What follows belongs to an exercise in optimizing a design on an open flow for small area; a production flow would make more cautious choices.
The RTL was checked by simulation tests, not by an equivalence proof against the original design.
No activity file was given, so power comes from the tool's default toggle rates.

Setup of wip/willow:
==> flow/design.v (excerpt) <==
module si_cache (
  input  logic        clk,
  input  logic        rst_n,
  input  logic        req_valid,
  input  logic [1:0]  req_op,      
  input  logic [31:0] req_addr,    
  input  logic [31:0] req_wdata,
  input  logic [3:0]  req_be,      
  output logic        rsp_valid,
  output logic        rsp_hit,
  output logic [31:0] rsp_data
);
Size in the first run: ~5100 cells after synthesis, about 2500 flip-flops, ~110 I/O pins, roughly 92000 um^2 of cells after synthesis.
Settings: LEC_CHECK=0, CAP_MARGIN=20, CORE_MARGIN=2, CORE_UTILIZATION=40, CTS_BUF_LIST=sky130_fd_sc_hd__clkbuf_8, CTS_CLUSTER_DIAMETER=60, CTS_CLUSTER_SIZE=16, SLEW_MARGIN=20; clock period 5.0 ns.
standard.sh (not shown) runs the stock make flow with config.mk's settings and CLKGATE_MAP_FILE= SYNTH_SCRIPT=/design/flow/synth_recipe.tcl, a recipe that flattens the netlist after the stock synthesis.
==> flow/flow/run.sh <==
#!/bin/bash
# The standard layout, except that:
#  - clock tree synthesis uses clkbuf_8 sink clusters and inserts no dummy
#    loads;
#  - before global placement, flow/upsize_de.tcl gives the 1x gates that
#    drive the enable pins of 8 or more flip-flops their 2x version.
# Runs in the standard flow's work folder; the ORFS logs stay under orfs/logs, and
# make's own output goes to standard.log.
set -euo pipefail
bash standard.sh \
  "CTS_ARGS=-sink_clustering_enable -repair_clock_nets -sink_clustering_size 16 -sink_clustering_max_diameter 60 -buf_list sky130_fd_sc_hd__clkbuf_8 -dont_use_dummy_load" \
  "PRE_GLOBAL_PLACE_TCL=$PWD/flow/upsize_de.tcl" \
  finish > standard.log 2>&1
==> flow/flow/upsize_de.tcl <==
# Before global placement: a 1x gate that drives the enable pins of 8 or
# more flip-flops becomes its 2x version, so placement needs no buffer on
# that net. Only combinational drive strengths change; registers keep
# their cells.
set n_up 0
foreach inst [[ord::get_db_block] getInsts] {
  set master [[$inst getMaster] getName]
  if {![regexp {^(sky130_fd_sc_hd__(nor2|nand2|and2|or2|nor2b|and2b))_1$} $master -> base]} continue
  set de 0
  foreach it [$inst getITerms] {
    if {![$it isOutputSignal]} continue
    set net [$it getNet]
    if {$net eq "NULL"} continue
    foreach s [$net getITerms] {
      if {[[$s getMTerm] getName] eq "DE"} { incr de }
    }
  }
  if {$de >= 8} {
    set new [[ord::get_db] findMaster ${base}_2]
    if {$new ne "NULL"} { $inst swapMaster $new; incr n_up }
  }
}
puts "upsize_de: upsized $n_up enable drivers"
Modified inputs, wip/umber compared to wip/willow
- changing CTS_CLUSTER_DIAMETER from 60 to 80
==> flow/run.sh (new file) <==
#!/bin/bash
# synth_recipe.tcl (not shown) runs the flow's synth.tcl, then flattens the netlist and writes it again
# the make line also repeats each setting of config.mk as NAME=value (left out here)
make -C /OpenROAD-flow-scripts/flow DESIGN_CONFIG=/design/flow/config.mk WORK_HOME=/design/flow/orfs CLKGATE_MAP_FILE= SYNTH_SCRIPT=/design/flow/synth_recipe.tcl finish
removed: flow/flow/run.sh
removed: flow/flow/upsize_de.tcl
removed: flow/standard.sh
### Flow results
wip/umber reports its end of the critical path as rd2_data[19] while wip/willow reports rd2_data[21].
wip/umber reached the end of the flow, and the finished layout is clean on the timing, design-rule and antenna checks.
From wip/willow to wip/umber the numbers moved as follows: power share of the combinational group flat, instance count on the critical path grew by 2, setup slack decreased by 0.50 ns relative to the old numbers.
Inputs modified between wip/umber and wip/zinc:
- GPL_TIMING_DRIVEN newly set to 0
- SLEW_MARGIN changed from 20 to 5
- CAP_MARGIN changed from 20 to 5
==> flow/flow/run.sh (new file) <==
#!/bin/bash
# The standard layout, except that clock tree synthesis uses clkbuf_8 sink
# clusters and inserts no dummy loads. Runs in the standard flow's work folder; the ORFS
# logs stay under orfs/logs, and make's own output goes to standard.log.
set -euo pipefail
bash standard.sh \
  "CTS_ARGS=-sink_clustering_enable -repair_clock_nets -sink_clustering_size 16 -sink_clustering_max_diameter 80 -buf_list sky130_fd_sc_hd__clkbuf_8 -dont_use_dummy_load" \
  finish > standard.log 2>&1
==> flow/standard.sh (new file) <==
#!/bin/bash
# synth_recipe.tcl (not shown) runs the flow's synth.tcl, then flattens the netlist and writes it again
# the make line also repeats each setting of config.mk as NAME=value (left out here)
make -C /OpenROAD-flow-scripts/flow DESIGN_CONFIG=/design/flow/config.mk WORK_HOME=/design/flow/orfs CLKGATE_MAP_FILE= SYNTH_SCRIPT=/design/flow/synth_recipe.tcl "${@:-finish}"
removed: flow/run.sh
Delta (wip/zinc minus wip/umber): number of placed instances with taps included lower; total length of routed met2 wires +about 13%.
The layout from wip/zinc, despite a flow that completed every stage, fails the layout checks, with the failing checks listed as max-capacitance violations, max-slew violations, negative setup slack.
Diff wip/umber -> wip/zinc: register-to-register slack down 0.65 ns; routed wire length up 58000 um; peak per-stage delay on the critical path down 0.23 ns; count of port buffers added during placement down 1.
Setup changes, wip/zinc to wip/juniper
- SLEW_MARGIN: 5 -> 20
- GPL_TIMING_DRIVEN: 0 -> unset
- CAP_MARGIN: 5 -> 20
Results
wip/juniper did not stop at any stage, and its layout met the timing, design-rule and antenna checks. Summary of the comparison: final setup skew is higher in wip/juniper, relative to wip/zinc. Per the comparison of wip/juniper with wip/zinc, filler cell count in the final layout about even; worst stage delay on the critical path increased 0.19 ns; initial antenna violation count decreased by 21% relative to the old numbers; post-route standard cell area excluding fillers has increased. [compare] base=wip/zinc new=wip/juniper: power down 0.93%, worst setup slack up 0.79 ns, detailed placer's ending HPWL down about 22%.

-- separate check: timing with driven ports --
In the flow no input, the clock included, has a driving cell. The finished layouts below were timed again as built, in two steps. Step 1 (the two cells are an assumption about what drives the block):
set clk [get_ports {clk}]
set_driving_cell -lib_cell sky130_fd_sc_hd__clkbuf_16 $clk
set_driving_cell -lib_cell sky130_fd_sc_hd__buf_2 [delete_from_list [all_inputs] $clk]
Step 2 times the ports against the registers' clock, not the clock port: input delays grow and output delays shrink by t, the midpoint of the rising clock arrivals with the driver on. a / b / c = ideal ports / drivers / drivers and shift; a / b = the first two.
run | shift t [ns] | setup WS [ns] | worst hold slack (ns) | worst slew at a driven data input, ns
wip/willow | 1.050 | 0.877 / 0.877 / 0.405 | 0.284 / 0.284 / 0.284 | 0.22
wip/umber | 1.056 | 0.382 / 0.382 / 0.364 | 0.289 / 0.289 / 0.289 | 0.23
wip/zinc | 1.072 | -0.272 / -0.272 / -0.976 | 0.307 / 0.254 / 0.328 | 0.12
wip/juniper | 1.027 | 0.523 / 0.523 / 0.386 | 0.252 / 0.252 / 0.252 | 0.23
For wip/zinc, which loses most, drivers alone change the setup slack by 0.000 ns; drivers and shift together by -0.704 ns.
